Context: an optimization exercise on an open-source flow, tuned for small area. The choices shown serve that exercise and are no tape-out recipe. RTL that was checked went through simulation tests only; none was proved equivalent to the original. Function not checked in runs 1 to 4: the RTL went through the layout flow alone. Power and IR drop assume default switching activity.

$ cat design/flow/run.sh
#!/bin/bash
# synth_recipe.tcl (not shown) runs the flow's synth.tcl, then flattens the netlist and writes it again
# the make line also repeats each setting of config.mk as NAME=value (left out here)
make -C /OpenROAD-flow-scripts/flow DESIGN_CONFIG=/design/flow/config.mk WORK_HOME=/design/flow/orfs CLKGATE_MAP_FILE= SYNTH_SCRIPT=/design/flow/synth_recipe.tcl finish
$ cat design/flow/config.mk
export PLATFORM = sky130hd
export DESIGN_NAME = c2d_top
export DESIGN_NICKNAME = c2d_top
export VERILOG_FILES = /design/flow/design.v
export SDC_FILE = /design/flow/constraint.sdc
export NUM_CORES = 4
export LEC_CHECK = 0
export CAP_MARGIN = 20
export CORE_MARGIN = 2
export CORE_UTILIZATION = 65
export CTS_BUF_LIST = sky130_fd_sc_hd__clkbuf_4
export PLACE_DENSITY = 0.75
export SLEW_MARGIN = 20
$ cat design/flow/constraint.sdc
create_clock -name core_clock -period 6.0 [get_ports {core_clk_i}]
set_input_delay 1.2000 -clock core_clock [delete_from_list [all_inputs] [get_ports {core_clk_i}]]
set_output_delay 1.2000 -clock core_clock [all_outputs]
set_load 0.01 [all_outputs]
$ cat design/flow/design.v
package c2d_pkg;
  localparam int BYTE_W     = 8;
  localparam int WORD_W     = 16;
  localparam int LINE_WORDS = 18;   
  localparam logic [6:0] TINIT_END = 7'd100;
  localparam logic [7:0] DI_RAW8 = 8'h2A;
  localparam logic [7:0] WC_LO   = 8'd36;
endpackage
`timescale 1ns/1ps
module c2d_top (
  input  logic                       core_clk_i,
  input  logic                       rst_n_i,
  input  logic                       fv_i,
  input  logic                       lv_i,
  input  logic                       dvalid_i,
  input  logic [c2d_pkg::BYTE_W-1:0] pixdata_d1_i,
  input  logic [c2d_pkg::BYTE_W-1:0] pixdata_d0_i,
  output logic                       tinit_done_o,
  output logic                       lp_p_o,
  output logic                       lp_n_o,
  output logic                       hs_data_en_o,
  output logic [15:0]                hs_data_o,
  output logic                       d_hs_req_o,
  output logic                       d_hs_ack_o
);
  localparam int N = c2d_pkg::LINE_WORDS;
  logic [1:0] sync_q;
  logic       rstn;
  always_ff @(posedge core_clk_i or negedge rst_n_i) begin
    if (!rst_n_i) sync_q <= '0;
    else          sync_q <= {sync_q[0], 1'b1};
  end
  assign rstn = sync_q[1];
  logic fv_q, lv_q, armed_q;
  logic fv_rise, fv_fall, lv_fall;
  logic ev_fs, ev_fe, ev_line;
  logic push;
  assign fv_rise = fv_i && !fv_q;
  assign fv_fall = !fv_i && fv_q;
  assign lv_fall = !lv_i && lv_q;
  assign ev_fs   = fv_rise && tinit_done_o;
  assign ev_fe   = armed_q && fv_fall;
  assign ev_line = armed_q && lv_fall;
  assign push    = armed_q && lv_i && dvalid_i;
  always_ff @(posedge core_clk_i or negedge rstn) begin
    if (!rstn) begin
      fv_q    <= 1'b0;
      lv_q    <= 1'b0;
      armed_q <= 1'b0;
    end else begin
      fv_q <= fv_i;
      lv_q <= lv_i;
      if (ev_fs)        armed_q <= 1'b1;
      else if (fv_fall) armed_q <= 1'b0;
    end
  end
  localparam logic [5:0] Q_POP  = 6'd54;
  localparam logic [5:0] Q_IDLE = 6'd32;
  logic [5:0] q;
  logic [1:0] pend_q;   
  logic       long_q;
  logic       fe_q;
  logic       pop_evt;
  logic       pay;
  assign pop_evt = (q == Q_POP);
  assign pay     = (q >= 6'd9) && (q <= 6'd26);
  always_ff @(posedge core_clk_i or negedge rstn) begin
    if (!rstn) begin
      q      <= Q_IDLE;
      pend_q <= 2'd0;
    end else begin
      if (q == Q_IDLE) begin
        if (pend_q != 2'd0) q <= Q_POP;
      end else if (q == 6'd8 && !long_q) begin
        q <= 6'd28;
      end else begin
        q <= q + 1'b1;
      end
      if (ev_fs)        pend_q <= 2'd1;
      else if (ev_fe)   pend_q <= 2'd2;
      else if (ev_line) pend_q <= 2'd3;
      else if (pop_evt) pend_q <= 2'd0;
    end
  end
  always_ff @(posedge core_clk_i) begin
    if (pop_evt) begin
      long_q <= (pend_q == 2'd3);
      fe_q   <= (pend_q == 2'd2);
    end
  end
  logic [15:0] frame_q;
  logic        tdone_q;
  always_ff @(posedge core_clk_i or negedge rstn) begin
    if (!rstn) begin
      frame_q <= 16'hFF9C;
      tdone_q <= 1'b0;
    end else begin
      if (!tdone_q || (pop_evt && pend_q == 2'd1)) frame_q <= frame_q + 1'b1;
      if (&frame_q[6:0]) tdone_q <= 1'b1;   
    end
  end
  assign tinit_done_o = tdone_q;
  logic [15:0] buf_q [N];
  logic [N-1:0] v_q;
  logic [N-1:0] ld;
  logic [N-1:0] go;
  logic [N-1:0] hold;
  logic [15:0]  head;
  assign head = buf_q[N-1];
  always_comb begin
    go[N-1] = pay;
    for (int i = N-1; i >= 1; i--) begin
      ld[i]   = v_q[i-1] && (!v_q[i] || go[i]);
      go[i-1] = ld[i];
    end
    ld[0] = push;
    for (int i = 0; i < N; i++) hold[i] = v_q[i] && !go[i];
  end
  always_ff @(posedge core_clk_i or negedge rstn) begin
    if (!rstn) begin
      v_q <= '0;
    end else begin
      for (int i = 0; i < N; i++) begin
        v_q[i] <= ld[i] || hold[i];
      end
    end
  end
  always_ff @(posedge core_clk_i) begin
    buf_q[0] <= ({16{hold[0]}} | {pixdata_d1_i, pixdata_d0_i}) & ({16{ld[0]}} | buf_q[0]);
    for (int i = 1; i < N; i++) begin
      buf_q[i] <= ({16{hold[i]}} | buf_q[i-1]) & ({16{ld[i]}} | buf_q[i]);
    end
  end
  function automatic logic [15:0] crc_byte(input logic [15:0] crc_in, input logic [7:0] data);
    logic [15:0] c;
    c = crc_in;
    for (int i = 0; i < 8; i++) begin
      if (c[0] ^ data[i]) c = (c >> 1) ^ 16'h8408;
      else                c = c >> 1;
    end
    crc_byte = c;
  endfunction
  function automatic logic [5:0] ecc6(input logic [23:0] d);
    logic [5:0] p;
    p[0] = ^(d & 24'hF12CB7);
    p[1] = ^(d & 24'hF2555B);
    p[2] = ^(d & 24'h749A6D);
    p[3] = ^(d & 24'hB8E38E);
    p[4] = ^(d & 24'hDF03F0);
    p[5] = ^(d & 24'hEFFC00);
    ecc6 = p;
  endfunction
  logic [15:0] crc_q;
  always_ff @(posedge core_clk_i) begin
    crc_q <= pay ? crc_byte(crc_byte(crc_q, head[7:0]), head[15:8]) : 16'hFFFF;
  end
  logic [7:0] di;
  logic [15:0] field;
  logic [7:0] ecc;
  assign di    = long_q ? c2d_pkg::DI_RAW8 : {7'd0, fe_q};
  assign field = long_q ? {8'd0, c2d_pkg::WC_LO} : frame_q;
  assign ecc   = {2'b00, ecc6({field, di})};
  logic tr0, tr1;
  always_ff @(posedge core_clk_i) begin
    if (q == 6'd27) begin
      tr0 <= ~crc_q[7];
      tr1 <= ~crc_q[15];
    end else if (q == 6'd8) begin
      tr0 <= ~frame_q[15];
      tr1 <= 1'b1;
    end
  end
  assign hs_data_en_o = !q[5];
  assign d_hs_ack_o   = (q >= 6'd6) && (q <= 6'd31);
  assign d_hs_req_o   = (q >= 6'd55) || (q <= 6'd27);
  assign lp_p_o       = (q >= 6'd32) && (q <= 6'd56);
  assign lp_n_o       = (q >= 6'd32) && (q <= 6'd60);
  always_comb begin
    if (q <= 6'd5)       hs_data_o = 16'h0000;
    else if (q == 6'd6)  hs_data_o = 16'hB8B8;
    else if (q == 6'd7)  hs_data_o = {field[7:0], di};
    else if (q == 6'd8)  hs_data_o = {ecc, field[15:8]};
    else if (q <= 6'd26) hs_data_o = head;
    else if (q == 6'd27) hs_data_o = crc_q;
    else                 hs_data_o = {{8{tr1}}, {8{tr0}}};
  end
endmodule
==> run notes, run 1 <==
* Register area at 7430 um^2
* Dpl hpwl at 17800 um
* Post-CTS Resized at 0
* Clk pin slew, worst setup/hold paths at 0.06 ns
* Layout cell share with drive strength beyond 1 at 17.4%
* RSZ-0062 raised after global routing: false
* Status: finished clean
* H-Tree Depth at 3
* GRT overflow at 0
* Vias at 8969
* Pin count of the biggest net entering global routing at 47
* EDFF count, synth at 4
* CTS Buf Count at 85
* Final period utilization at 86.3%
* Primary FF master, synth: dfxtp_1
* Via density at 5.95
* Drt first-iter violations at 379
* Setup crit start kind: flop
* Leak Pwr at 9.22 nW
* Synthesized area at 13200 um^2
* GPL Wtd Cong at 0.839
* Setup bufs post-CTS at 0
* Final-report setup violation count at 0
* Synth unique cells at 70
* Total core area at 20100 um^2
* Flop and latch count out of synthesis at 356
* Worst hold slack at 0.308 ns
* CP Data Required Time at 4.80 ns
* Clock Tree Buf Depth at 3
* NumNets Final at 1203
* Die height at 147 um
* HP Class: reg -> async
* Global-route wire length before repair at 43800 um
* Share of the yosys chip area belonging to registers at 56.2%
* Crit path DAT at 3.98 ns
* Hold Vio Cnt, Final at 0
* CTS tree: done
* Filler cells at 1448
* Setup TNS at 0 ns
* Site Rows at 52
* Vias in the first global route at 8934
* Post-layout minimum cycle time at 5.18 ns
* Syn-to-layout area delta at 12.0%
* FMAX at 0.193 GHz
* Cts hold-fix bufs at 0
* Mapped Cells at 1119
* Sink Count at 356
* Post-route ant nets at 0
* Routed wire length per instance at 17.6 um
* Port bufs at 42
* All-Layer GR Usage at 24.8%
* Worst setup EP type: primary output
* Router iterations before antenna repair at 5
* Critical path type: reg -> out
* Peak VDD IR at 0.234 mV
* IO Pins at 43
* Skew-Pair Late Insertion Delay at 0.70 ns
* Syn Area/Cell at 11.8 um^2
* Most frequent cells in the layout: dfxtp_1 (304), o22a_1 (288), clkbuf_4 (121)
* Starting density of the core at 65.7%
* Slew Viols, Final at 0
* WL final at 26500 um
* Worst slew pin tran at 1.04 ns
* Drt drc at 0
* Synth warn at 2
* Layout Skew at 0.0500 ns
* Syn Nets at 1145
* Root Driver: clkbuf_4
* Slew margin rel. at 30.7%
* Die area at 21500 um^2
* FFs w/ async S/R, synth at 13.5%
* Max-cap violations at 0
* Max FO, Critical Path at 25
* Initial antenna violation count at 1
* Commonest non-fill, non-tap cell in the layout: dfxtp_1
* Die X at 147 um
* Area of the multi-input gates at 5380 um^2
* P per Cell Area at 289 nW/um^2
logic make-up after synthesis:
kind of cell	after synthesis	synth area share [%]
and+or+nand+nor	169	6.78
xor gates and xnor gates	98	7.13
adders and majority gates	5	0.474
buffers and inverters	98	3.38
DFF	356	56.2
other	1	0.0284
muxes	3	0.237
AOI/OAI and AO/OA	389	25.7
where the power goes:
group          internal [mW]  total (mW)  switching [mW]
Combinational         0.0121      0.0152         0.00304
Clock                  0.978        1.88           0.902
Sequential              2.37        2.38         0.00661
Total                   3.36        4.27           0.912
state kept, by name (all words and copies together), names as in the netlist:
register	cells
fe_q	1
long_q	1
sync_q	2
tdone_q	1
crc_q	16
lv_q	1
tr0	1
v_q	18
frame_q	16
buf_q	288
q	6
fv_q	1
pend_q	2
tr1	1
armed_q	1
critical path: stages, from the launching register on:
cell and delay, ns:
dfrtp_1 0.54, a21o_1 0.27, a21oi_4 0.82, a21oi_1 0.19, a2111oi_0 0.67, a2bb2oi_1 0.25
clkdlybuf4s50_1 0.57
through the flow:
step | instance area, um^2 | instances | util, % | worst slack, ns | power [mW]
after CTS | 14700 | 1501 | 73.1 | 0.830 | 4.33
after global placement | 13600 | 1353 | 67.8 | 1.67 | 2.45
after floorplan | 13200 | 1119 | - | 2.66 | 2.43
final | 14800 | 1508 | 73.5 | 0.820 | 4.27
after detailed placement | 13600 | 1354 | 67.8 | 1.58 | 2.45
after global routing | 14800 | 1508 | 73.5 | 0.605 | 4.44
routing by layer:
metal | vias to the layer above | track usage, % | share of wire (%)
met2 | 176 | 41.0 | 48
met1 | 4390 | 32.8 | 47
met4 | 0 | 8.79 | 2.0
met5 | - | 0 | 0
met3 | 39 | 4.88 | 3.7
li1 | 4364 | - | -
synth_stat cells, drive strengths merged, types with 10 or more instances:
cell type	count	area share, %
a2111oi	10	1.4
a21oi	29	1.2
and3	14	0.66
buf	36	1.6
clkbuf	49	1.4
dfrtp	35	6.6
dfstp	13	2.6
dfxtp	304	46
inv	13	0.37
nand2	43	1.2
nand3	17	0.64
nor2	27	0.84
nor2b	17	0.81
o21ai	10	0.46
o22a	288	19
or2	19	0.90
xnor2	72	4.8
xor2	20	1.3
area by class of cell:
cell class | instances | area share [%]
Sequential cell | 356 | 50.2
Multi-Input combinational cell | 665 | 36.4
Clock buffer | 121 | 6.14
Timing Repair Buffer | 56 | 3.60
Tap cell | 270 | 2.28
Clock inverter | 26 | 0.990
Inverter | 13 | 0.330
Antenna cell | 1 | 0.0169
path summary, 6_finish.rpt:
kind                       slack [ns]  cells after the start                   to           startpoint
max                              0.82                      6        hs_data_o[12]     q[2]$_DFFE_PN0P_
min                              0.31                      0    v_q[15]$_DFF_PN0_  sync_q[1]$_DFF_PN0_
max reg2reg                      2.85                      7  buf_q[7][2]$_DFF_P_     q[0]$_DFFE_PN0P_
min reg2reg                      0.31                      0    v_q[15]$_DFF_PN0_  sync_q[1]$_DFF_PN0_
max in group asynchronous        5.17                      1  sync_q[1]$_DFF_PN0_              rst_n_i
min in group core_clock          0.36                      0  sync_q[1]$_DFF_PN0_  sync_q[0]$_DFF_PN0_
==> run 2: changes to the inputs <==
--- a/design/flow/config.mk
+++ b/design/flow/config.mk
@@ -8,6 +8,4 @@
 export CAP_MARGIN = 20
 export CORE_MARGIN = 2
-export CORE_UTILIZATION = 65
-export CTS_BUF_LIST = sky130_fd_sc_hd__clkbuf_4
-export PLACE_DENSITY = 0.75
+export CORE_UTILIZATION = 40
 export SLEW_MARGIN = 20
==> run notes, run 2 <==
* Crit path DAT at 3.55 ns (was 3.98 ns)
* Post-CTS Resized at 0 (unchanged)
* Root Driver: clkbuf_16 (was clkbuf_4)
* CTS Buf Count at 37 (was 85)
* Dpl hpwl at 18600 um (was 17800 um)
* Primary FF master, synth: dfxtp_1 (unchanged)
* Layout Skew at 0.0185 ns (was 0.0500 ns)
* IO Pins at 43 (unchanged)
* HP Class: reg -> async (unchanged)
* CP Data Required Time at 4.80 ns (about the same)
* Flop and latch count out of synthesis at 356 (unchanged)
* Setup bufs post-CTS at 0 (unchanged)
* Initial antenna violation count at 0 (was 1)
* Die area at 34500 um^2 (was 21500 um^2)
* RSZ-0062 raised after global routing: false (unchanged)
* Port bufs at 42 (unchanged)
* Synth warn at 2 (unchanged)
* Synth unique cells at 70 (unchanged)
* Area share of the largest cell type after synthesis at 46.1% (unchanged)
* FFs w/ async S/R, synth at 13.5% (unchanged)
* Area leader, netlist: dfxtp_1 (unchanged)
* Die X at 186 um (was 147 um)
* Via density at 5.37 (was 5.95)
* Vias in the first global route at 8706 (was 8934)
* Vias at 8566 (was 8969)
* Status: finished clean (unchanged)
* Sink Count at 356 (unchanged)
* Largest regs: buf_q: 288 flops, v_q: 18 flops (unchanged)
* Skew-Pair Late Insertion Delay at 0.53 ns (was 0.70 ns)
* Peak VDD IR at 0.186 mV (was 0.234 mV)
* GRT overflow at 0 (unchanged)
* Commonest non-fill, non-tap cell in the layout: dfxtp_1 (unchanged)
* Post-place setup slack at 1.77 ns (was 1.58 ns)
* WL final at 26400 um (was 26500 um)
* Starting density of the core at 40.6% (was 65.7%)
* Clock Tree Buf Depth at 3 (unchanged)
* GPL Wtd Cong at 0.845 (was 0.839)
* Slew Viols, Final at 0 (unchanged)
* Drt first-iter violations at 402 (was 379)
* Max reg flops at 288 (unchanged)
* Syn-to-layout area delta at 14.7% (was 12.0%)
* Drt drc at 0 (unchanged)
* Layout cell share with drive strength beyond 1 at 12.1% (was 17.4%)
* Global-route wire length before repair at 44100 um (was 43800 um)
* Leak Pwr at 9.17 nW (was 9.22 nW)
* Top cells by instance count after synthesis: dfxtp_1 (304), o22a_1 (288), xnor2_1 (72) (unchanged)
* Routed wire length per instance at 16.6 um (was 17.6 um)
* Worst setup EP type: primary output (unchanged)
* EDFF count, synth at 4 (unchanged)
* Die height at 186 um (was 147 um)
* Placed Area at 13800 um^2 (was 13600 um^2)
* Clk pin slew, worst setup/hold paths at 0.06 ns (about the same)
* Worst slew pin tran at 1.06 ns (was 1.04 ns)
* H-Tree Depth at 2 (was 3)
* Final worst slack at 1.25 ns (was 0.820 ns)
* P per Cell Area at 305 nW/um^2 (was 289 nW/um^2)
* Top-count cell post-synth: dfxtp_1 (unchanged)
* Post-layout minimum cycle time at 4.75 ns (was 5.18 ns)
* Mapped Cells at 1119 (unchanged)
* CTS tree: done (unchanged)
* Syn Area/Cell at 11.8 um^2 (unchanged)
* Filler cells at 3030 (was 1448)
* Final period utilization at 79.2% (was 86.3%)
* Final core occ at 46.5% (was 73.5%)
* FMAX at 0.211 GHz (was 0.193 GHz)
* Setup crit start kind: flop (unchanged)
* Share of the yosys chip area belonging to registers at 56.2% (unchanged)
* Max FO, Critical Path at 12 (was 25)
* NumNets Final at 1149 (was 1203)
* Post-route cell area at 15100 um^2 (was 14800 um^2)
* Main area contributors after synthesis: dfxtp_1 (46%), o22a_1 (19%), dfrtp_1 (6.6%) (unchanged)
* Site Rows at 66 (was 52)
* Slew margin rel. at 29.3% (was 30.7%)
* Reg2Reg Setup Slack at 2.61 ns (was 2.85 ns)
* All-Layer GR Usage at 15.7% (was 24.8%)
* Synthesized area at 13200 um^2 (unchanged)
* Top reg by flops: buf_q (unchanged)
* Most frequent cells in the layout: dfxtp_1 (304), o22a_1 (288), xnor2_1 (72) (was dfxtp_1 (304), o22a_1 (288), clkbuf_4 (121))
* Cts hold-fix bufs at 0 (unchanged)
* Antenna fix cells at 0 (was 1)
* Pin count of the biggest net entering global routing at 47 (unchanged)
* Syn Nets at 1145 (unchanged)
* Critical path type: reg -> out (unchanged)
* Total core area at 32500 um^2 (was 20100 um^2)
* Hold Vio Cnt, Final at 0 (unchanged)
* Max-cap violations at 0 (unchanged)
* Setup TNS at 0 ns (unchanged)
* Router iterations before antenna repair at 4 (was 5)
* Post-route ant nets at 0 (unchanged)
* Final-report setup violation count at 0 (unchanged)
-- run 2: cell type report --
class	count	area (um^2)	share of cell area (%)
Inverter	13	48.8	0.322
Sequential cell	356	7430	49.1
Multi-Input combinational cell	665	5400	35.7
Clock inverter	12	118	0.777
Clock buffer	56	1110	7.31
Timing Repair Buffer	50	484	3.20
Tap cell	442	553	3.65
-- run 2: path summary, 6_finish.rpt --
kind                                           to  depth (start not counted)                start
setup / recovery                    hs_data_o[12]                          7     q[0]$_DFFE_PN0P_
hold / removal             frame_q[5]$_DFFE_PN0P_                          0  sync_q[1]$_DFF_PN0_
setup reg to reg            buf_q[10][14]$_DFF_P_                          8     q[1]$_DFFE_PN0P_
hold reg to reg            frame_q[5]$_DFFE_PN0P_                          0  sync_q[1]$_DFF_PN0_
max in group asynchronous     sync_q[1]$_DFF_PN0_                          1              rst_n_i
min in group core_clock       sync_q[1]$_DFF_PN0_                          0  sync_q[0]$_DFF_PN0_
-- run 2: stage by stage --
stage / power [mW] / std cells / hold slack (ns)
floorplan: 2.43 / 1119 / 0.331
CTS: 4.69 / 1593 / 0.356
global placement: 2.45 / 1524 / 0.332
finish: 4.62 / 1594 / 0.347
detailed placement: 2.45 / 1525 / 0.342
global route: 4.79 / 1594 / 0.370
-- run 2: critical path, cell delays in order, from the launching register on --
cell	delay, ns
dfrtp_1	0.47
ha_1	0.32
nor3b_2	0.44
and2_1	0.46
nand2_1	0.10
a2111oi_0	0.45
a2bb2oi_1	0.22
clkdlybuf4s50_1	0.56
-- run 2: logic make-up after synthesis --
family	Yosys count	synth area share (%)
AO/OA/AOI/OAI	389	25.7
flip-flops	356	56.2
AND/OR/NAND/NOR	169	6.78
XOR/XNOR	98	7.13
buffers and inverters	98	3.38
adder cells (fa/ha/maj)	5	0.474
multiplexers	3	0.237
other	1	0.0284
-- run 2: power by group --
part	switching, mW	internal [mW]	total (mW)
clock network	0.932	1.30	2.23
registers	0.00633	2.37	2.38
logic	0.00281	0.0121	0.0149
total	0.941	3.68	4.62
-- run 2: routing by layer --
layer / up-vias / GRT usage, % / share of wire [%]
met5: - / 0 / 0
met4: 0 / 5.39 / 2.3
met3: 48 / 2.66 / 3.6
met2: 118 / 26.0 / 46
met1: 4166 / 20.6 / 48
li1: 4234 / - / -
==> run 3: changes to the inputs <==
==> design/flow/flow/run.sh (new file) <==
#!/bin/bash
# Standard synthesis and layout, with small port buffers and a clock tree
# built without dummy loads. Each tool's output goes to a log file here.
set -euo pipefail
export BUFFER_PORTS_ARGS="-buffer_cell sky130_fd_sc_hd__buf_1"
export CTS_ARGS="-sink_clustering_enable -repair_clock_nets -dont_use_dummy_load -sink_clustering_size 24 -sink_clustering_max_diameter 80 -buf_list sky130_fd_sc_hd__clkbuf_16"
bash standard.sh synth > synth.log 2>&1
bash standard.sh finish > layout.log 2>&1
==> design/flow/standard.sh (new file) <==
#!/bin/bash
# synth_recipe.tcl (not shown) runs the flow's synth.tcl, then flattens the netlist and writes it again
# the make line also repeats each setting of config.mk as NAME=value (left out here)
make -C /OpenROAD-flow-scripts/flow DESIGN_CONFIG=/design/flow/config.mk WORK_HOME=/design/flow/orfs CLKGATE_MAP_FILE= SYNTH_SCRIPT=/design/flow/synth_recipe.tcl "${@:-finish}"
--- a/design/flow/config.mk
+++ b/design/flow/config.mk
@@ -8,4 +8,5 @@
 export CAP_MARGIN = 20
 export CORE_MARGIN = 2
-export CORE_UTILIZATION = 40
+export CORE_UTILIZATION = 65
+export PLACE_DENSITY = 0.75
 export SLEW_MARGIN = 20
removed: design/flow/run.sh
==> run notes, run 3 <==
* Final period utilization at 74.4% (was 79.2%)
* Filler cells at 1526 (was 3030)
* Post-route ant nets at 0 (unchanged)
* Antenna fix cells at 0 (unchanged)
* Starting density of the core at 65.7% (was 40.6%)
* GRT overflow at 0 (unchanged)
* GPL Wtd Cong at 0.854 (was 0.845)
* Routed wire length per instance at 18.1 um (was 16.6 um)
* Syn Nets at 1145 (unchanged)
* Die height at 147 um (was 186 um)
* Worst slew pin tran at 1.12 ns (was 1.06 ns)
* NumNets Final at 1132 (was 1149)
* Area leader, netlist: dfxtp_1 (unchanged)
* Crit path largest cell delay at 0.84 ns (was 0.56 ns)
* Slew margin rel. at 25.4% (was 29.3%)
* Drt drc at 0 (unchanged)
* Flop and latch count out of synthesis at 356 (unchanged)
* Hold Vio Cnt, Final at 0 (unchanged)
* Synth warn at 2 (unchanged)
* Peak VDD IR at 0.241 mV (was 0.186 mV)
* Synth unique cells at 70 (unchanged)
* Die X at 147 um (was 186 um)
* Status: finished clean (unchanged)
* Syn Area/Cell at 11.8 um^2 (unchanged)
* Max reg flops at 288 (unchanged)
* Area share of the largest cell type after synthesis at 46.1% (unchanged)
* HP Class: reg -> async (unchanged)
* Setup TNS at 0 ns (unchanged)
* Critical path type: reg -> out (unchanged)
* WL final at 24800 um (was 26400 um)
* Post-layout minimum cycle time at 4.46 ns (was 4.75 ns)
* Syn-to-layout area delta at 5.33% (was 14.7%)
* CP Data Required Time at 4.80 ns (about the same)
* Total core area at 20100 um^2 (was 32500 um^2)
* Layout cell share with drive strength beyond 1 at 9.06% (was 12.1%)
* Pin count of the biggest net entering global routing at 47 (unchanged)
* CTS Buf Count at 19 (was 37)
* Cts hold-fix bufs at 0 (unchanged)
* RR Startpoint: q[0]$_DFFE_PN0P_ (was q[1]$_DFFE_PN0P_)
* Final core occ at 69.2% (was 46.5%)
* CTS tree: done (unchanged)
* Vias at 8458 (was 8566)
* Leak Pwr at 8.68 nW (was 9.17 nW)
* P per Cell Area at 262 nW/um^2 (was 305 nW/um^2)
* Root Driver: clkbuf_16 (unchanged)
* Main area contributors after synthesis: dfxtp_1 (46%), o22a_1 (19%), dfrtp_1 (6.6%) (unchanged)
* Commonest non-fill, non-tap cell in the layout: dfxtp_1 (unchanged)
* Slowest cell on the critical path: a21oi_4 (was clkdlybuf4s50_1)
* Skew-Pair Late Insertion Delay at 0.51 ns (was 0.53 ns)
* Drt first-iter violations at 412 (was 402)
* R2R depth at 7 (was 8)
* Share of the yosys chip area belonging to registers at 56.2% (unchanged)
* Reg2Reg Setup Slack at 2.82 ns (was 2.61 ns)
* Setup crit start kind: flop (unchanged)
* FMAX at 0.224 GHz (was 0.211 GHz)
* Worst setup EP type: primary output (unchanged)
* Worst hold slack at 0.338 ns (was 0.347 ns)
* FFs w/ async S/R, synth at 13.5% (unchanged)
* Global-route wire length before repair at 42000 um (was 44100 um)
* Sink Count at 356 (unchanged)
* Crit path DAT at 3.26 ns (was 3.55 ns)
* Register area at 7430 um^2 (unchanged)
* Slew Viols, Final at 0 (unchanged)
* Setup bufs post-CTS at 0 (unchanged)
* Clk pin slew, worst setup/hold paths at 0.09 ns (was 0.06 ns)
* Synthesized area at 13200 um^2 (unchanged)
* Via density at 6.16 (was 5.37)
* Vias in the first global route at 8403 (was 8706)
* R2R Path End: buf_q[5][14]$_DFF_P_ (was buf_q[10][14]$_DFF_P_)
* Crit path cell chain: a21o_1, a21oi_4, a21oi_1, a2111oi_0, a2bb2oi_1, buf_1 (was ha_1, nor3b_2, and2_1, nand2_1, a2111oi_0, a2bb2oi_1, clkdlybuf4s50_1)
* Router iterations before antenna repair at 4 (unchanged)
* Initial antenna violation count at 0 (unchanged)
* Layout Skew at 0.0307 ns (was 0.0185 ns)
* IO Pins at 43 (unchanged)
* Max FO, Critical Path at 25 (was 12)
* All-Layer GR Usage at 23.5% (was 15.7%)
* Site Rows at 52 (was 66)
* Top reg by flops: buf_q (unchanged)
* EDFF count, synth at 4 (unchanged)
* Area of the multi-input gates at 5390 um^2 (was 5400 um^2)
* Top cells by instance count after synthesis: dfxtp_1 (304), o22a_1 (288), xnor2_1 (72) (unchanged)
* Port bufs at 42 (unchanged)
* H-Tree Depth at 1 (was 2)
* Top-count cell post-synth: dfxtp_1 (unchanged)
* Dpl hpwl at 17200 um (was 18600 um)
* Die area at 21500 um^2 (was 34500 um^2)
* Most frequent cells in the layout: dfxtp_1 (304), o22a_1 (288), xnor2_1 (72) (unchanged)
* Post-CTS Resized at 0 (unchanged)
* Largest regs: buf_q: 288 flops, v_q: 18 flops (unchanged)
* Final-report setup violation count at 0 (unchanged)
* Max-cap violations at 0 (unchanged)
* Mapped Cells at 1119 (unchanged)
* RSZ-0062 raised after global routing: false (unchanged)
* Clock Tree Buf Depth at 3 (unchanged)
* Primary FF master, synth: dfxtp_1 (unchanged)
-- run 3: stage by stage --
stage | power [mW] | instances | instance area (um^2) | setup slack, ns
detailed placement | 2.44 | 1352 | 13400 | 2.09
CTS | 3.68 | 1371 | 13800 | 1.52
floorplan | 2.43 | 1119 | 13200 | 2.66
global placement | 2.44 | 1352 | 13400 | 2.13
global route | 3.75 | 1374 | 13900 | 1.26
finish | 3.64 | 1374 | 13900 | 1.54
-- run 3: report_power, final --
part | internal (mW) | switching, mW
clock network | 0.567 | 0.693
registers | 2.37 | 0.00665
logic | 0.00370 | 0.00281
-- run 3: worst max-delay path by stage --
stage	from	to
floorplan	q[0]$_DFFE_PN0P_	hs_data_o[13]
global placement	q[2]$_DFFE_PN0P_	hs_data_o[11]
detailed placement	q[2]$_DFFE_PN0P_	hs_data_o[11]
CTS	q[2]$_DFFE_PN0P_	hs_data_o[11]
global route	q[0]$_DFFE_PN0P_	hs_data_o[11]
finish	q[2]$_DFFE_PN0P_	hs_data_o[11]
-- run 3: area by class of cell --
cell class	count	area share [%]
Timing Repair Buffer	51	1.65
Sequential cell	356	53.4
Tap cell	270	2.43
Multi-Input combinational cell	665	38.8
Inverter	13	0.351
Clock buffer	19	3.42
-- run 3: critical path: cells and delay by family, from the launching register on --
kind	cells	cell delay [ns]
buffers and inverters	1	0.17
DFF	1	0.53
AOI/OAI and AO/OA	5	2.05
-- run 3: cell families (layout without fill, tap and decap cells) --
group | after synthesis | in the layout | synth area share [%]
xor+xnor | 98 | 98 | 7.13
mux | 3 | 3 | 0.237
fa+ha+maj | 5 | 5 | 0.474
compound gates | 389 | 389 | 25.7
simple gates | 169 | 169 | 6.78
other cells | 1 | 1 | 0.0284
flops | 356 | 356 | 56.2
buf+inv | 98 | 83 | 3.38
-- run 3: per-layer routing --
metal  GRT usage (%)  vias up  part of all wire, %
met1            32.8     4200                   48
met2            39.8       91                   48
met5               0        -                    0
met3            2.66       34                  2.5
li1                -     4133                    -
met4            5.63        0                  1.9
==> run 4: changes to the inputs <==
==> design/flow/flow/run.sh (replaced) <==
#!/bin/bash
# Standard synthesis and layout, with small port buffers and a clock tree
# built without dummy loads. Each tool's output goes to a log file here.
set -euo pipefail
export BUFFER_PORTS_ARGS="-buffer_cell sky130_fd_sc_hd__buf_1"
export CTS_ARGS="-sink_clustering_enable -repair_clock_nets -dont_use_dummy_load -sink_clustering_size 30 -sink_clustering_max_diameter 100 -buf_list {sky130_fd_sc_hd__clkbuf_8 sky130_fd_sc_hd__clkbuf_16}"
bash standard.sh synth > synth.log 2>&1
bash standard.sh finish > layout.log 2>&1
==> run notes, run 4 <==
* Critical path type: reg -> out (unchanged)
* Final period utilization at 75.6% (was 74.4%)
* Root Driver: clkbuf_16 (unchanged)
* Dpl hpwl at 17200 um (unchanged)
* Main area contributors after synthesis: dfxtp_1 (46%), o22a_1 (19%), dfrtp_1 (6.6%) (unchanged)
* Total core area at 20100 um^2 (unchanged)
* Final-report setup violation count at 0 (unchanged)
* Worst setup EP type: primary output (unchanged)
* Clock Tree Buf Depth at 3 (unchanged)
* Largest regs: buf_q: 288 flops, v_q: 18 flops (unchanged)
* Crit path depth at 6 (unchanged)
* Share of the yosys chip area belonging to registers at 56.2% (unchanged)
* Vias in the first global route at 8314 (was 8403)
* Crit path cell chain: a21o_1, a21oi_4, a21oi_1, a2111oi_0, a2bb2oi_1, buf_1 (unchanged)
* WP buf/inv at 1 (unchanged)
* GRT overflow at 0 (unchanged)
* Site Rows at 52 (unchanged)
* Vias at 8402 (was 8458)
* FFs w/ async S/R, synth at 13.5% (unchanged)
* Flop and latch count out of synthesis at 356 (unchanged)
* EDFF count, synth at 4 (unchanged)
* Synthesized area at 13200 um^2 (unchanged)
* Reg2Reg Setup Slack at 2.59 ns (was 2.82 ns)
* Global-route wire length before repair at 41700 um (was 42000 um)
* Post-CTS Resized at 0 (unchanged)
* R2R Path End: buf_q[17][4]$_DFF_P_ (was buf_q[5][14]$_DFF_P_)
* FMAX at 0.221 GHz (was 0.224 GHz)
* Die height at 147 um (unchanged)
* Router iterations before antenna repair at 4 (unchanged)
* IO Pins at 43 (unchanged)
* Synth unique cells at 70 (unchanged)
* Routed wire length per instance at 18.1 um (about the same)
* RSZ-0062 raised after global routing: false (unchanged)
* Sink Count at 356 (unchanged)
* Via density at 6.13 (was 6.16)
* Crit path largest cell delay at 0.84 ns (about the same)
* Top-count cell post-synth: dfxtp_1 (unchanged)
* Skew-Pair Late Insertion Delay at 0.51 ns (about the same)
* Slew margin rel. at 24.8% (was 25.4%)
* Worst hold slack at 0.354 ns (was 0.338 ns)
* Peak VDD IR at 0.234 mV (was 0.241 mV)
* Worst slew pin tran at 1.13 ns (was 1.12 ns)
* Initial antenna violation count at 0 (unchanged)
* Crit path DAT at 3.33 ns (was 3.26 ns)
* Max-cap violations at 0 (unchanged)
* Setup crit start kind: flop (unchanged)
* NumNets Final at 1129 (was 1132)
* Slew Viols, Final at 0 (unchanged)
* Final Total Pwr at 3.54 mW (was 3.64 mW)
* Delay-heaviest family, CP: compound AO/OA/AOI/OAI gates (unchanged)
* Antenna fix cells at 0 (unchanged)
* Hold Vio Cnt, Final at 0 (unchanged)
* Post-route ant nets at 0 (unchanged)
* Top cells by instance count after synthesis: dfxtp_1 (304), o22a_1 (288), xnor2_1 (72) (unchanged)
* All-Layer GR Usage at 23.4% (was 23.5%)
* Area leader, netlist: dfxtp_1 (unchanged)
* Syn-to-layout area delta at 4.75% (was 5.33%)
* Status: finished clean (unchanged)
* Slowest cell on the critical path: a21oi_4 (unchanged)
* Setup bufs post-CTS at 0 (unchanged)
* Most frequent cells in the layout: dfxtp_1 (304), o22a_1 (288), xnor2_1 (72) (unchanged)
* Syn Nets at 1145 (unchanged)
* Max FO, Critical Path at 25 (unchanged)
* Max reg flops at 288 (unchanged)
* Layout Skew at 0.0430 ns (was 0.0307 ns)
* WL final at 24800 um (about the same)
* Clk pin slew, worst setup/hold paths at 0.11 ns (was 0.09 ns)
* CP Data Required Time at 4.80 ns (about the same)
* Commonest non-fill, non-tap cell in the layout: dfxtp_1 (unchanged)
* Worst Setup EP: hs_data_o[11] (unchanged)
* P per Cell Area at 256 nW/um^2 (was 262 nW/um^2)
* CTS tree: done (unchanged)
* Layout cell share with drive strength beyond 1 at 8.72% (was 9.06%)
* Starting density of the core at 65.7% (unchanged)
* Top reg by flops: buf_q (unchanged)
* Crit. Startpoint: q[2]$_DFFE_PN0P_ (unchanged)
* Cts hold-fix bufs at 0 (unchanged)
* H-Tree Depth at 1 (unchanged)
* Syn Area/Cell at 11.8 um^2 (unchanged)
* HP Class: reg -> async (unchanged)
* Post-layout minimum cycle time at 4.53 ns (was 4.46 ns)
* Pin count of the biggest net entering global routing at 47 (unchanged)
* Drt drc at 0 (unchanged)
* Setup TNS at 0 ns (unchanged)
* Drt first-iter violations at 345 (was 412)
* Mapped Cells at 1119 (unchanged)
* Synth warn at 2 (unchanged)
* Area share of the largest cell type after synthesis at 46.1% (unchanged)
* R2R depth at 7 (unchanged)
* GPL Wtd Cong at 0.854 (unchanged)
* Primary FF master, synth: dfxtp_1 (unchanged)
* Port bufs at 42 (unchanged)
* Leak Pwr at 8.64 nW (was 8.68 nW)
* Die area at 21500 um^2 (unchanged)
* RR Startpoint: q[0]$_DFFE_PN0P_ (unchanged)
* Die X at 147 um (unchanged)
* CTS Buf Count at 16 (was 19)
==> run 4: cell counts after synthesis <==
No cell type changed its count.
==> run 4: worst register-to-register path: cells and delay by family, from the launching register on <==
family,cells,cell delay (ns)
compound gates,3,1.34
simple gates,2,1.16
flops,1,0.48
fa+ha+maj,1,0.26
buf+inv,1,0.10
==> run 4: report_power, final <==
part | internal, mW | switching (mW) | total (mW)
registers | 2.37 | 0.00662 | 2.38
clock network | 0.482 | 0.669 | 1.15
logic | 0.00370 | 0.00281 | 0.00652
total | 2.86 | 0.679 | 3.54
==> run 4: per-layer routing <==
| metal | global-route usage [%] | up-vias | wire, um |
|---|---|---|---|
| met1 | 32.4 | 4160 | 12000 |
| met3 | 2.75 | 34 | 558 |
| met5 | 0 | - | 0 |
| met4 | 5.78 | 0 | 442 |
| met2 | 39.4 | 79 | 11900 |
| li1 | - | 4129 | - |
==> run 4: cells by family (layout without fill, tap and decap cells) <==
group / count (synthesis) / count (layout) / synth area share [%]
AOI/OAI and AO/OA: 389 / 389 / 25.7
other: 1 / 1 / 0.0284
xor gates and xnor gates: 98 / 98 / 7.13
adders and majority gates: 5 / 5 / 0.474
and+or+nand+nor: 169 / 169 / 6.78
DFF: 356 / 356 / 56.2
buffers and inverters: 98 / 80 / 3.38
muxes: 3 / 3 / 0.237
==> run 4: how the worst min path moves through the flow <==
stage / to / slack, ns / cells past startpoint
6_report: v_q[4]$_DFF_PN0_ / 0.35 / 0
4_1_cts: sync_q[1]$_DFF_PN0_ / 0.38 / 0
3_3_place_gp: sync_q[1]$_DFF_PN0_ / 0.34 / 0
5_1_grt: sync_q[1]$_DFF_PN0_ / 0.38 / 0
3_5_place_dp: sync_q[1]$_DFF_PN0_ / 0.34 / 0
2_1_floorplan: sync_q[1]$_DFF_PN0_ / 0.33 / 0
==> run 4: layout make-up <==
cell class | instances | area, um^2
sequential | 356 | 7430
fill | 1538 | 6270
multi-input combinational | 665 | 5390
clock buffer | 16 | 400
tap | 270 | 338
timing repair buffer | 51 | 229
inverter | 13 | 48.8
==> run 4: per-stage QoR <==
step / setup slack [ns] / cells / util (%) / area (um^2)
after floorplan: 2.66 / 1119 / - / 13200
after global placement: 2.13 / 1352 / 66.4 / 13400
after detailed placement: 2.09 / 1352 / 66.5 / 13400
after CTS: 1.53 / 1368 / 68.5 / 13800
after global routing: 1.26 / 1371 / 68.8 / 13800
final: 1.47 / 1371 / 68.8 / 13800
==> run 5: changes to the inputs <==
--- a/design/flow/design.v
+++ b/design/flow/design.v
@@ -101,33 +101,21 @@
   end
   assign tinit_done_o = tdone_q;
-  logic [15:0] buf_q [N];
-  logic [N-1:0] v_q;
-  logic [N-1:0] ld;
-  logic [N-1:0] go;
-  logic [N-1:0] hold;
+  logic [15:0]  buf_q [N];
+  logic [N-1:0] upper;   
+  logic [N-1:0] sh;      
+  logic [N-1:0] sh_n;
   logic [15:0]  head;
   assign head = buf_q[N-1];
   always_comb begin
-    go[N-1] = pay;
-    for (int i = N-1; i >= 1; i--) begin
-      ld[i]   = v_q[i-1] && (!v_q[i] || go[i]);
-      go[i-1] = ld[i];
-    end
-    ld[0] = push;
-    for (int i = 0; i < N; i++) hold[i] = v_q[i] && !go[i];
-  end
-  always_ff @(posedge core_clk_i or negedge rstn) begin
-    if (!rstn) begin
-      v_q <= '0;
-    end else begin
-      for (int i = 0; i < N; i++) begin
-        v_q[i] <= ld[i] || hold[i];
-      end
+    for (int i = 0; i < N; i++) begin
+      upper[i] = (q >= 6'd9) && (q <= 6'(8 + i));
+      sh[i]    = push || upper[i];
+      sh_n[i]  = !sh[i];
     end
   end
   always_ff @(posedge core_clk_i) begin
-    buf_q[0] <= ({16{hold[0]}} | {pixdata_d1_i, pixdata_d0_i}) & ({16{ld[0]}} | buf_q[0]);
+    buf_q[0] <= ({16{sh_n[0]}} | {pixdata_d1_i, pixdata_d0_i}) & ({16{sh[0]}} | buf_q[0]);
     for (int i = 1; i < N; i++) begin
-      buf_q[i] <= ({16{hold[i]}} | buf_q[i-1]) & ({16{ld[i]}} | buf_q[i]);
+      buf_q[i] <= ({16{sh_n[i]}} | buf_q[i-1]) & ({16{sh[i]}} | buf_q[i]);
     end
   end
==> design/flow/flow/run.sh (replaced) <==
#!/bin/bash
# Standard synthesis and layout, with small port buffers and a clock tree
# built without dummy loads. Each tool's output goes to a log file here.
set -euo pipefail
export BUFFER_PORTS_ARGS="-buffer_cell sky130_fd_sc_hd__buf_1"
export CTS_ARGS="-sink_clustering_enable -repair_clock_nets -dont_use_dummy_load -sink_clustering_size 36 -sink_clustering_max_diameter 60 -buf_list sky130_fd_sc_hd__clkbuf_16"
bash standard.sh synth > synth.log 2>&1
bash standard.sh finish > layout.log 2>&1
==> run notes, run 5 <==
* Final-report setup violation count at 0 (unchanged)
* FMAX at 0.232 GHz (was 0.221 GHz)
* WP buf/inv at 2 (was 1)
* Final worst slack at 1.69 ns (was 1.47 ns)
* Met2 Track Usage GR at 34.5% (was 39.4%)
* Worst path most repeated cell: nor3_1
* Root Driver: clkbuf_16 (unchanged)
* Post-route ant nets at 0 (unchanged)
* Initial antenna violation count at 0 (unchanged)
* Setup crit start kind: flop (unchanged)
* FFs w/ async S/R, synth at 8.88% (was 13.5%)
* Clk pin slew, worst setup/hold paths at 0.09 ns (was 0.11 ns)
* Layout Skew at 0.0702 ns (was 0.0430 ns)
* Sw Ratio at 17.5% (was 19.2%)
* Crit path cell chain: inv_1, ha_1, nand3b_1, nor3_1, nor3_1, a2111oi_2, a31o_2, buf_1 (was a21o_1, a21oi_4, a21oi_1, a2111oi_0, a2bb2oi_1, buf_1)
* Post-place setup slack at 2.17 ns (was 2.09 ns)
* Internal at 3.09 mW (was 2.86 mW)
* Worst setup EP type: primary output (unchanged)
* Clk pwr share at 32.4% (was 32.6%)
* Vias at 5918 (was 8402)
* Total core area at 18800 um^2 (was 20100 um^2)
* Most frequent cells in the layout: edfxtp_1 (292), xnor2_1 (54), nand2_1 (46) (was dfxtp_1 (304), o22a_1 (288), xnor2_1 (72))
* Final core occ at 71.8% (was 68.8%)
* Setup bufs post-CTS at 0 (unchanged)
* Final Non-Filler Cells at 1030 (was 1371)
* NetSw at 0.655 mW (was 0.679 mW)
* Share of the yosys chip area belonging to registers at 78.4% (was 56.2%)
* Antenna fix cells at 0 (unchanged)
* Via density at 5.75 (was 6.13)
* CP Data Required Time at 4.80 ns (about the same)
* Peak VDD IR at 0.338 mV (was 0.234 mV)
* Layout cell share with drive strength beyond 1 at 8.70% (was 8.72%)
* Router iterations before antenna repair at 6 (was 4)
* Pin count of the biggest net entering global routing at 35 (was 47)
* Reg2Reg Setup Slack at 2.63 ns (was 2.59 ns)
* Dpl hpwl at 14600 um (was 17200 um)
* Vias in the first global route at 5696 (was 8314)
* H-Tree Depth at 1 (unchanged)
* Syn Nets at 752 (was 1145)
* GRT busiest layer: met2 (unchanged)
* Port bufs at 42 (unchanged)
* WL final at 20700 um (was 24800 um)
* Site Rows at 50 (was 52)
* Clock Tree Buf Depth at 3 (unchanged)
* Synth warn at 2 (unchanged)
* Synth unique cells at 63 (was 70)
* Routed wire length per instance at 20.1 um (was 18.1 um)
* Main area contributors after synthesis: edfxtp_1 (70%), xnor2_1 (3.8%), dfrtp_1 (3.4%) (was dfxtp_1 (46%), o22a_1 (19%), dfrtp_1 (6.6%))
* Die area at 20500 um^2 (was 21500 um^2)
* Max-cap violations at 0 (unchanged)
* Critical path type: reg -> out (unchanged)
* Die height at 143 um (was 147 um)
* Max FO, Critical Path at 8 (was 25)
* Primary FF master, synth: edfxtp_1 (was dfxtp_1)
* Hold Vio Cnt, Final at 0 (unchanged)
* RR Startpoint: q[0]$_DFFE_PN0P_ (unchanged)
* Filler cells at 1182 (was 1538)
* Leak Pwr at 4.53 nW (was 8.64 nW)
* Global-route wire length before repair at 31100 um (was 41700 um)
* Met3 GRT Util at 3.86% (was 2.75%)
* Slew Viols, Final at 0 (unchanged)
* NumNets Final at 798 (was 1129)
* RSZ-0062 raised after global routing: false (unchanged)
* CTS tree: done (unchanged)
* Slew margin rel. at 50.5% (was 24.8%)
* EDFF count, synth at 292 (was 4)
* Mapped Cells at 726 (was 1119)
* Commonest non-fill, non-tap cell in the layout: edfxtp_1 (was dfxtp_1)
* Top-count cell post-synth: edfxtp_1 (was dfxtp_1)
* IO Pins at 43 (unchanged)
* Die X at 143 um (was 147 um)
* All-Layer GR Usage at 20.8% (was 23.4%)
* CTS Buf Count at 19 (was 16)
* HP Class: reg -> async (unchanged)
* Crit path DAT at 3.11 ns (was 3.33 ns)
* Starting density of the core at 66.7% (was 65.7%)
* Drt first-iter violations at 585 (was 345)
* Crit path largest cell delay at 0.62 ns (was 0.84 ns)
* Worst slew pin tran at 0.740 ns (was 1.13 ns)
* Reg power frac at 67.4% (was 67.3%)
* GRT overflow at 0 (unchanged)
* Register area at 9860 um^2 (was 7430 um^2)
* Final period utilization at 71.8% (was 75.6%)
* Flop and latch count out of synthesis at 338 (was 356)
* Inst Count DP at 1011 (was 1352)
* Syn Area/Cell at 17.3 um^2 (was 11.8 um^2)
* Area share of the largest cell type after synthesis at 69.8% (was 46.1%)
* Post-layout minimum cycle time at 4.31 ns (was 4.53 ns)
* Slowest cell on the critical path: nor3_1 (was a21oi_4)
* Delay-heaviest family, CP: simple AND/OR/NAND/NOR gates (was compound AO/OA/AOI/OAI gates)
* Drt drc at 0 (unchanged)
* GR Layer Usage met1 at 28.2% (was 32.4%)
* Cts hold-fix bufs at 0 (unchanged)
* Area of the multi-input gates at 2560 um^2 (was 5390 um^2)
* Top cells by instance count after synthesis: edfxtp_1 (292), xnor2_1 (54), nand2_1 (46) (was dfxtp_1 (304), o22a_1 (288), xnor2_1 (72))
* Status: finished clean (unchanged)
* Sink Count at 338 (was 356)
* Skew-Pair Late Insertion Delay at 0.53 ns (was 0.51 ns)
* Post-CTS Resized at 0 (unchanged)
* Setup TNS at 0 ns (unchanged)
* R2R depth at 8 (was 7)
* Area leader, netlist: edfxtp_1 (was dfxtp_1)
* Synthesized area at 12600 um^2 (was 13200 um^2)
* Syn-to-layout area delta at 7.57% (was 4.75%)
* P per Cell Area at 277 nW/um^2 (was 256 nW/um^2)
* Gate power share at 0.2% (about the same)
* GPL Wtd Cong at 0.929 (was 0.854)
-- run 5: cell types whose count changed in the layout (fill, tap and decap cells not counted), moves of 14 or more --
cell and change:
o21ai_0 +14, xnor2_1 -18, dfrtp_1 -18, o22a_1 -287
edfxtp_1 +288, or2_2 -17, dfxtp_1 -288
-- run 5: area by class of cell --
cell class,instances,area share [%]
multi-input combinational,346,18.9
clock buffer,19,3.52
sequential,338,72.9
timing repair buffer,55,1.89
tap,260,2.41
inverter,12,0.333
-- run 5: routing by layer --
metal,vias to the layer above,routed length [um]
met2,196,10100
li1,2768,-
met1,2916,8680
met4,0,665
met3,38,1260
met5,-,0
-- run 5: cell families after synthesis --
family | count (synthesis) | synth area share (%)
adder cells (fa/ha/maj) | 5 | 0.498
multiplexers | 2 | 0.169
flip-flops | 338 | 78.4
buffers and inverters | 42 | 1.38
AO/OA/AOI/OAI | 102 | 5.31
AND/OR/NAND/NOR | 141 | 5.70
other | 1 | 0.0298
XOR/XNOR | 95 | 8.47
-- run 5: per-stage QoR --
| stage | total power [mW] | instance area (um^2) | hold WS (ns) |
|---|---|---|---|
| final | 3.74 | 13500 | 0.278 |
| after CTS | 3.77 | 13500 | 0.349 |
| after floorplan | 2.57 | 12600 | 0.331 |
| after global placement | 2.58 | 13000 | 0.341 |
| after detailed placement | 2.58 | 13000 | 0.351 |
| after global routing | 3.84 | 13500 | 0.340 |
-- run 5: power by group through the flow --
stage / combinational [mW] / clock (mW) / sequential [mW]
2_1_floorplan: 0.000811 / 0 / 2.57
3_3_place_gp: 0.00587 / 0 / 2.57
3_5_place_dp: 0.00621 / 0 / 2.57
4_1_cts: 0.00622 / 1.24 / 2.52
5_1_grt: 0.00691 / 1.31 / 2.52
6_report: 0.00611 / 1.21 / 2.52
-- run 5: worst max-delay path by stage --
| stage | endpoint | start | slack (ns) | depth (start not counted) |
|---|---|---|---|---|
| 2_1_floorplan | flop | q[0]$_DFFE_PN0P_ | 2.71 | 6 |
| 3_3_place_gp | hs_data_o[1] | q[0]$_DFFE_PN0P_ | 2.36 | 7 |
| 3_5_place_dp | hs_data_o[5] | q[1]$_DFFE_PN0P_ | 2.17 | 8 |
| 4_1_cts | hs_data_o[5] | q[0]$_DFFE_PN0P_ | 1.59 | 8 |
| 5_1_grt | hs_data_o[9] | q[0]$_DFFE_PN0P_ | 1.42 | 8 |
| 6_report | hs_data_o[9] | q[0]$_DFFE_PN0P_ | 1.69 | 8 |
==> run 6: changes to the inputs <==
==> design/flow/flow/run.sh (replaced) <==
#!/bin/bash
# Standard synthesis and layout, with small port buffers and a clock tree
# built without dummy loads. Each tool's output goes to a log file here.
set -euo pipefail
export BUFFER_PORTS_ARGS="-buffer_cell sky130_fd_sc_hd__buf_1"
export CTS_ARGS="-sink_clustering_enable -repair_clock_nets -dont_use_dummy_load -sink_clustering_size 12 -sink_clustering_max_diameter 40 -buf_list sky130_fd_sc_hd__clkbuf_4"
bash standard.sh synth > synth.log 2>&1
bash standard.sh finish > layout.log 2>&1
==> run notes, run 6 <==
* Status: finished clean (unchanged)
* Final core occ at 70.8% (was 71.8%)
* Syn Area/Cell at 17.3 um^2 (unchanged)
* Post-place setup slack at 2.17 ns (unchanged)
* Root Driver: clkbuf_4 (was clkbuf_16)
* Worst slew pin tran at 0.739 ns (was 0.740 ns)
* Most frequent cells in the layout: edfxtp_1 (292), xnor2_1 (54), nand2_1 (46) (unchanged)
* Vias at 5975 (was 5918)
* Worst path most repeated cell: nor3_1 (unchanged)
* CTS Buf Count at 38 (was 19)
* NumNets Final at 817 (was 798)
* Area of the multi-input gates at 2560 um^2 (unchanged)
* RSZ-0062 raised after global routing: false (unchanged)
* Global-route wire length before repair at 30600 um (was 31100 um)
* Sink Count at 338 (unchanged)
* Register area at 9860 um^2 (unchanged)
* Placed Area at 13000 um^2 (unchanged)
* Final Total Pwr at 3.44 mW (was 3.74 mW)
* H-Tree Depth at 2 (was 1)
* Via density at 5.69 (was 5.75)
* Setup bufs post-CTS at 0 (unchanged)
* Post-route ant nets at 0 (unchanged)
* Area share of the largest cell type after synthesis at 69.8% (unchanged)
* Primary FF master, synth: edfxtp_1 (unchanged)
* Crit path cell chain: inv_1, ha_1, nand3b_1, nor3_1, nor3_1, a2111oi_2, a31o_2, buf_1 (unchanged)
* Die area at 20500 um^2 (unchanged)
* All-Layer GR Usage at 20.2% (was 20.8%)
* Routed wire length per instance at 19.1 um (was 20.1 um)
* Critical path type: reg -> out (unchanged)
* Vias in the first global route at 5795 (was 5696)
* Clock Tree Buf Depth at 3 (unchanged)
* Slowest cell on the critical path: nor3_1 (unchanged)
* Drt first-iter violations at 641 (was 585)
* Commonest non-fill, non-tap cell in the layout: edfxtp_1 (unchanged)
* Layout Skew at 0.0691 ns (was 0.0702 ns)
* Hold Vio Cnt, Final at 0 (unchanged)
* Final-report setup violation count at 0 (unchanged)
* CTS tree: done (unchanged)
* CP Data Required Time at 4.80 ns (about the same)
* Starting density of the core at 66.7% (unchanged)
* Post-layout minimum cycle time at 4.41 ns (was 4.31 ns)
* EDFF count, synth at 292 (unchanged)
* Layout cell share with drive strength beyond 1 at 10.9% (was 8.70%)
* Pin count of the biggest net entering global routing at 29 (was 35)
* P per Cell Area at 258 nW/um^2 (was 277 nW/um^2)
* Site Rows at 50 (unchanged)
* FMAX at 0.227 GHz (was 0.232 GHz)
* Leak Pwr at 4.47 nW (was 4.53 nW)
* Share of the yosys chip area belonging to registers at 78.4% (unchanged)
* Top-count cell post-synth: edfxtp_1 (unchanged)
* Top cells by instance count after synthesis: edfxtp_1 (292), xnor2_1 (54), nand2_1 (46) (unchanged)
* Slew Viols, Final at 0 (unchanged)
* Port bufs at 42 (unchanged)
* Flop and latch count out of synthesis at 338 (unchanged)
* GPL Wtd Cong at 0.929 (unchanged)
* Mapped Cells at 726 (unchanged)
* Filler cells at 1212 (was 1182)
* Area leader, netlist: edfxtp_1 (unchanged)
* Final period utilization at 73.5% (was 71.8%)
* Max FO, Critical Path at 8 (unchanged)
* Post-route cell area at 13300 um^2 (was 13500 um^2)
* Peak VDD IR at 0.197 mV (was 0.338 mV)
* Dpl hpwl at 14600 um (unchanged)
* Synthesized area at 12600 um^2 (unchanged)
* Synth unique cells at 63 (unchanged)
* Router iterations before antenna repair at 6 (unchanged)
* Syn-to-layout area delta at 6.07% (was 7.57%)
* Clk pin slew, worst setup/hold paths at 0.12 ns (was 0.09 ns)
* Skew-Pair Late Insertion Delay at 0.61 ns (was 0.53 ns)
* Crit path DAT at 3.21 ns (was 3.11 ns)
* Synth warn at 2 (unchanged)
* Setup TNS at 0 ns (unchanged)
* Initial antenna violation count at 1 (was 0)
* Die height at 143 um (unchanged)
* GRT overflow at 0 (unchanged)
* WL final at 20100 um (was 20700 um)
* Syn Nets at 752 (unchanged)
* IO Pins at 43 (unchanged)
* Slew margin rel. at 50.6% (was 50.5%)
* Total core area at 18800 um^2 (unchanged)
* FFs w/ async S/R, synth at 8.88% (unchanged)
* HP Class: reg -> async (unchanged)
* Post-CTS Resized at 0 (unchanged)
* Drt drc at 0 (unchanged)
* Worst setup EP type: primary output (unchanged)
* Max-cap violations at 0 (unchanged)
* Final worst slack at 1.59 ns (was 1.69 ns)
* Die X at 143 um (unchanged)
* Crit path largest cell delay at 0.62 ns (about the same)
* Main area contributors after synthesis: edfxtp_1 (70%), xnor2_1 (3.8%), dfrtp_1 (3.4%) (unchanged)
* Cts hold-fix bufs at 0 (unchanged)
* Setup crit start kind: flop (unchanged)
[run 6: cell counts after synthesis]
No cell type changed its count.
[run 6: cell families (layout without fill, tap and decap cells)]
kind of cell	count (synthesis)	after routing	synth area share, %
flops	338	338	78.4
other cells	1	2	0.0298
simple gates	141	141	5.70
compound gates	102	102	5.31
buf+inv	42	105	1.38
xor+xnor	95	95	8.47
fa+ha+maj	5	5	0.498
mux	2	2	0.169
[run 6: cell type report]
type / count / share of cell area (%)
repair buffers: 55 / 1.92
diodes: 1 / 0.0188
well taps: 260 / 2.44
flip-flops and latches: 338 / 74.0
multi-input cells: 346 / 19.2
inverters: 12 / 0.338
clock buffers: 38 / 2.14
[run 6: stage by stage]
stage                     hold WS, ns  std cells
final                           0.282       1050
after global routing            0.285       1050
after CTS                       0.287       1049
after detailed placement        0.351       1011
after global placement          0.341       1011
after floorplan                 0.331        726
[run 6: worst paths after layout]
kind	endpoint	startpoint	slack, ns	cells after the start
min in group core_clock	sync_q[1]$_DFF_PN0_	sync_q[0]$_DFF_PN0_	0.28	0
worst max register to register	flop	q[0]$_DFFE_PN0P_	2.66	8
worst min register to register	fv_q$_DFF_PN0_	sync_q[1]$_DFF_PN0_	0.28	0
worst min-delay path	fv_q$_DFF_PN0_	sync_q[1]$_DFF_PN0_	0.28	0
worst max-delay path	hs_data_o[9]	q[0]$_DFFE_PN0P_	1.59	8
max in group asynchronous	frame_q[8]$_DFFE_PN1P_	sync_q[1]$_DFF_PN0_	5.25	0
[run 6: critical path: cells and delay by family, from the launching register on]
kind	cells	cell delay, ns
flip-flops	1	0.49
AND/OR/NAND/NOR	3	0.96
AO/OA/AOI/OAI	2	0.54
buffers and inverters	2	0.30
adder cells (fa/ha/maj)	1	0.29
[run 6: report_power, final]
group	switching (mW)	internal (mW)
clock network	0.617	0.294
logic	0.00278	0.00336
registers	0.00373	2.52
total	0.624	2.81
[run 6: metal layers]
layer  track usage (%)  vias up  wire, um
met3              4.12       46      1150
met4              6.72        0       495
met1              27.8     2910      8650
met2              32.9      199      9790
met5                 0        -         0
li1                  -     2820         -
==> run 7: changes to the inputs <==
==> design/flow/flow/run.sh (replaced) <==
#!/bin/bash
# Standard synthesis and layout, with small port buffers and a clock tree
# built without dummy loads. Each tool's output goes to a log file here.
set -euo pipefail
export BUFFER_PORTS_ARGS="-buffer_cell sky130_fd_sc_hd__buf_1"
export CTS_ARGS="-sink_clustering_enable -repair_clock_nets -dont_use_dummy_load -sink_clustering_size 20 -sink_clustering_max_diameter 60 -buf_list sky130_fd_sc_hd__clkbuf_8"
bash standard.sh synth > synth.log 2>&1
bash standard.sh finish > layout.log 2>&1
==> run notes, run 7 <==
* NumNets Final at 801 (was 817)
* Internal at 2.85 mW (was 2.81 mW)
* Critical path type: reg -> out (unchanged)
* Vias at 5907 (was 5975)
* Area share of the largest cell type after synthesis at 69.8% (unchanged)
* Final period utilization at 71.9% (was 73.5%)
* H-Tree Depth at 1 (was 2)
* FFs w/ async S/R, synth at 8.88% (unchanged)
* Worst slew pin tran at 0.734 ns (was 0.739 ns)
* Die height at 143 um (unchanged)
* Reg2Reg Setup Slack at 2.66 ns (about the same)
* Area leader, netlist: edfxtp_1 (unchanged)
* HP Class: reg -> async (unchanged)
* Cts hold-fix bufs at 0 (unchanged)
* NetSw at 0.606 mW (was 0.624 mW)
* All-Layer GR Usage at 19.8% (was 20.2%)
* Final-report setup violation count at 0 (unchanged)
* Starting density of the core at 66.7% (unchanged)
* Total core area at 18800 um^2 (unchanged)
* Max-cap violations at 0 (unchanged)
* Crit path DAT at 3.11 ns (was 3.21 ns)
* Post-layout minimum cycle time at 4.31 ns (was 4.41 ns)
* Layout Skew at 0.0563 ns (was 0.0691 ns)
* RR Startpoint: q[0]$_DFFE_PN0P_ (unchanged)
* Initial antenna violation count at 0 (was 1)
* Global-route wire length before repair at 30200 um (was 30600 um)
* Layout cell share with drive strength beyond 1 at 9.06% (was 10.9%)
* Sink Count at 338 (unchanged)
* Setup TNS at 0 ns (unchanged)
* GRT overflow at 0 (unchanged)
* Sw Ratio at 17.5% (was 18.1%)
* Dpl hpwl at 14600 um (unchanged)
* Setup crit start kind: flop (unchanged)
* P per Cell Area at 259 nW/um^2 (was 258 nW/um^2)
* Max FO, Critical Path at 8 (unchanged)
* Hold Vio Cnt, Final at 0 (unchanged)
* R2R depth at 8 (unchanged)
* RSZ-0062 raised after global routing: false (unchanged)
* Final core occ at 70.9% (was 70.8%)
* GPL Wtd Cong at 0.929 (unchanged)
* Gate power share at 0.2% (about the same)
* Syn Nets at 752 (unchanged)
* Flop and latch count out of synthesis at 338 (unchanged)
* Post-route ant nets at 0 (unchanged)
* Mapped Cells at 726 (unchanged)
* Worst setup EP type: primary output (unchanged)
* Filler cells at 1185 (was 1212)
* Drt first-iter violations at 603 (was 641)
* Clk pin slew, worst setup/hold paths at 0.10 ns (was 0.12 ns)
* EDFF count, synth at 292 (unchanged)
* Slew Viols, Final at 0 (unchanged)
* Status: finished clean (unchanged)
* CTS Buf Count at 22 (was 38)
* CTS tree: done (unchanged)
* Antenna fix cells at 0 (was 1)
* Primary FF master, synth: edfxtp_1 (unchanged)
* Post-CTS Resized at 0 (unchanged)
* Commonest non-fill, non-tap cell in the layout: edfxtp_1 (unchanged)
* Router iterations before antenna repair at 5 (was 6)
* CP Data Required Time at 4.80 ns (about the same)
* Top-count cell post-synth: edfxtp_1 (unchanged)
* Top cells by instance count after synthesis: edfxtp_1 (292), xnor2_1 (54), nand2_1 (46) (unchanged)
* WL final at 19900 um (was 20100 um)
* Skew-Pair Late Insertion Delay at 0.54 ns (was 0.61 ns)
* Crit. Startpoint: q[0]$_DFFE_PN0P_ (unchanged)
* Syn Area/Cell at 17.3 um^2 (unchanged)
* Leak Pwr at 4.45 nW (was 4.47 nW)
* Via density at 5.72 (was 5.69)
* Pin count of the biggest net entering global routing at 29 (unchanged)
* Port bufs at 42 (unchanged)
* Most frequent cells in the layout: edfxtp_1 (292), xnor2_1 (54), nand2_1 (46) (unchanged)
* Clk pwr share at 26.9% (was 26.5%)
* Die X at 143 um (unchanged)
* Share of the yosys chip area belonging to registers at 78.4% (unchanged)
* Drt drc at 0 (unchanged)
* Synth unique cells at 63 (unchanged)
* Reg power frac at 72.9% (was 73.3%)
* Synth warn at 2 (unchanged)
* Slew margin rel. at 51.1% (was 50.6%)
* Peak VDD IR at 0.247 mV (was 0.197 mV)
* Setup bufs post-CTS at 0 (unchanged)
* Root Driver: clkbuf_8 (was clkbuf_4)
* Synthesized area at 12600 um^2 (unchanged)
* IO Pins at 43 (unchanged)
* Vias in the first global route at 5672 (was 5795)
* Clock Tree Buf Depth at 3 (unchanged)
* Syn-to-layout area delta at 6.19% (was 6.07%)
* Main area contributors after synthesis: edfxtp_1 (70%), xnor2_1 (3.8%), dfrtp_1 (3.4%) (unchanged)
* FMAX at 0.232 GHz (was 0.227 GHz)
* Die area at 20500 um^2 (unchanged)
* Site Rows at 50 (unchanged)
* Routed wire length per instance at 19.3 um (was 19.1 um)
==> run 7: area by class of cell <==
class / instances / area [um^2] / area share [%]
clock buffers: 22 / 303 / 2.27
inverters: 12 / 45.0 / 0.338
multi-input cells: 346 / 2560 / 19.2
flip-flops and latches: 338 / 9860 / 73.9
well taps: 260 / 325 / 2.44
repair buffers: 55 / 255 / 1.91
==> run 7: logic make-up after synthesis <==
family          synth area share (%)
other cells                   0.0298
buf+inv                         1.38
xor+xnor                        8.47
mux                            0.169
simple gates                    5.70
fa+ha+maj                      0.498
flops                           78.4
compound gates                  5.31
==> run 7: metrics by stage <==
stage          worst slack [ns]  std cells  area [um^2]  total power, mW  hold WS, ns
2_1_floorplan              2.71        726        12600             2.57        0.331
3_5_place_dp               2.17       1011        13000             2.58        0.351
6_report                   1.69       1033        13300             3.46        0.285
3_3_place_gp               2.36       1011        13000             2.58        0.341
4_1_cts                    1.57       1033        13300             3.50        0.379
5_1_grt                    1.40       1033        13300             3.57        0.342
==> run 7: worst max path at each step <==
stage              endpoint  slack (ns)  cells after the start
6_report       hs_data_o[9]        1.69                      8
5_1_grt        hs_data_o[9]        1.40                      8
4_1_cts        hs_data_o[5]        1.57                      8
3_5_place_dp   hs_data_o[5]        2.17                      8
3_3_place_gp   hs_data_o[1]        2.36                      7
2_1_floorplan          flop        2.71                      6
==> run 7: critical path: stages (launching register included) <==
cell,delay (ns)
dfrtp_1,0.48
inv_1,0.15
ha_1,0.30
nand3b_1,0.22
nor3_1,0.60
nor3_1,0.12
a2111oi_2,0.38
a31o_2,0.16
buf_1,0.15
==> run 7: power groups by stage <==
| stage | clock network (mW) | logic [mW] | registers [mW] |
|---|---|---|---|
| 6_report | 0.931 | 0.00613 | 2.52 |
| 3_5_place_dp | 0 | 0.00621 | 2.57 |
| 5_1_grt | 1.04 | 0.00691 | 2.52 |
| 4_1_cts | 0.971 | 0.00622 | 2.52 |
| 3_3_place_gp | 0 | 0.00587 | 2.57 |
| 2_1_floorplan | 0 | 0.000811 | 2.57 |
==> run 7: per-layer routing <==
layer  share of wire, %  global-route usage (%)  wire length, um
met5                  0                       0                0
met4                2.6                    5.26              517
met3                5.5                    3.15             1090
met2                 49                    33.1             9770
met1                 43                    27.5             8550

[re-timing with driven ports]
Ports are ideal in the flow. The routed layouts listed here were re-timed in OpenROAD. Step 1 assumes that a clkbuf_16 drives the clock port and a buf_2 every other input. Step 2 adds t to the input delays and takes it off the output delays; t is the mean of the earliest and latest rising clock arrival at the registers after step 1. Input paths then give back, and output paths get back, about the clock's delay inside the block. a / b / c = no drivers / after step 1 / after step 2; a / b = the first two.
| run | t, ns | setup slack, ns | hold slack, ns | worst setup path at the end | worst slew at a driven data input, ns |
|---|---|---|---|---|---|
| run 1 | 0.726 | 0.820 / 0.776 / 1.502 | 0.308 / 0.308 / 0.308 | register to output | 0.03 |
| run 2 | 0.566 | 1.251 / 1.206 / 1.771 | 0.347 / 0.347 / 0.347 | register to output | 0.03 |
| run 3 | 0.540 | 1.539 / 1.492 / 2.032 | 0.338 / 0.338 / 0.338 | register to output | 0.04 |
| run 4 | 0.540 | 1.467 / 1.420 / 1.960 | 0.354 / 0.354 / 0.354 | register to output | 0.04 |
| run 5 | 0.546 | 1.695 / 1.646 / 2.193 | 0.278 / 0.278 / 0.278 | register to output | 0.03 |
| run 6 | 0.621 | 1.593 / 1.552 / 2.173 | 0.282 / 0.282 / 0.282 | register to output | 0.03 |
| run 7 | 0.544 | 1.686 / 1.650 / 2.195 | 0.285 / 0.285 / 0.285 | register to output | 0.03 |
After both steps setup and hold are still met in every run listed.
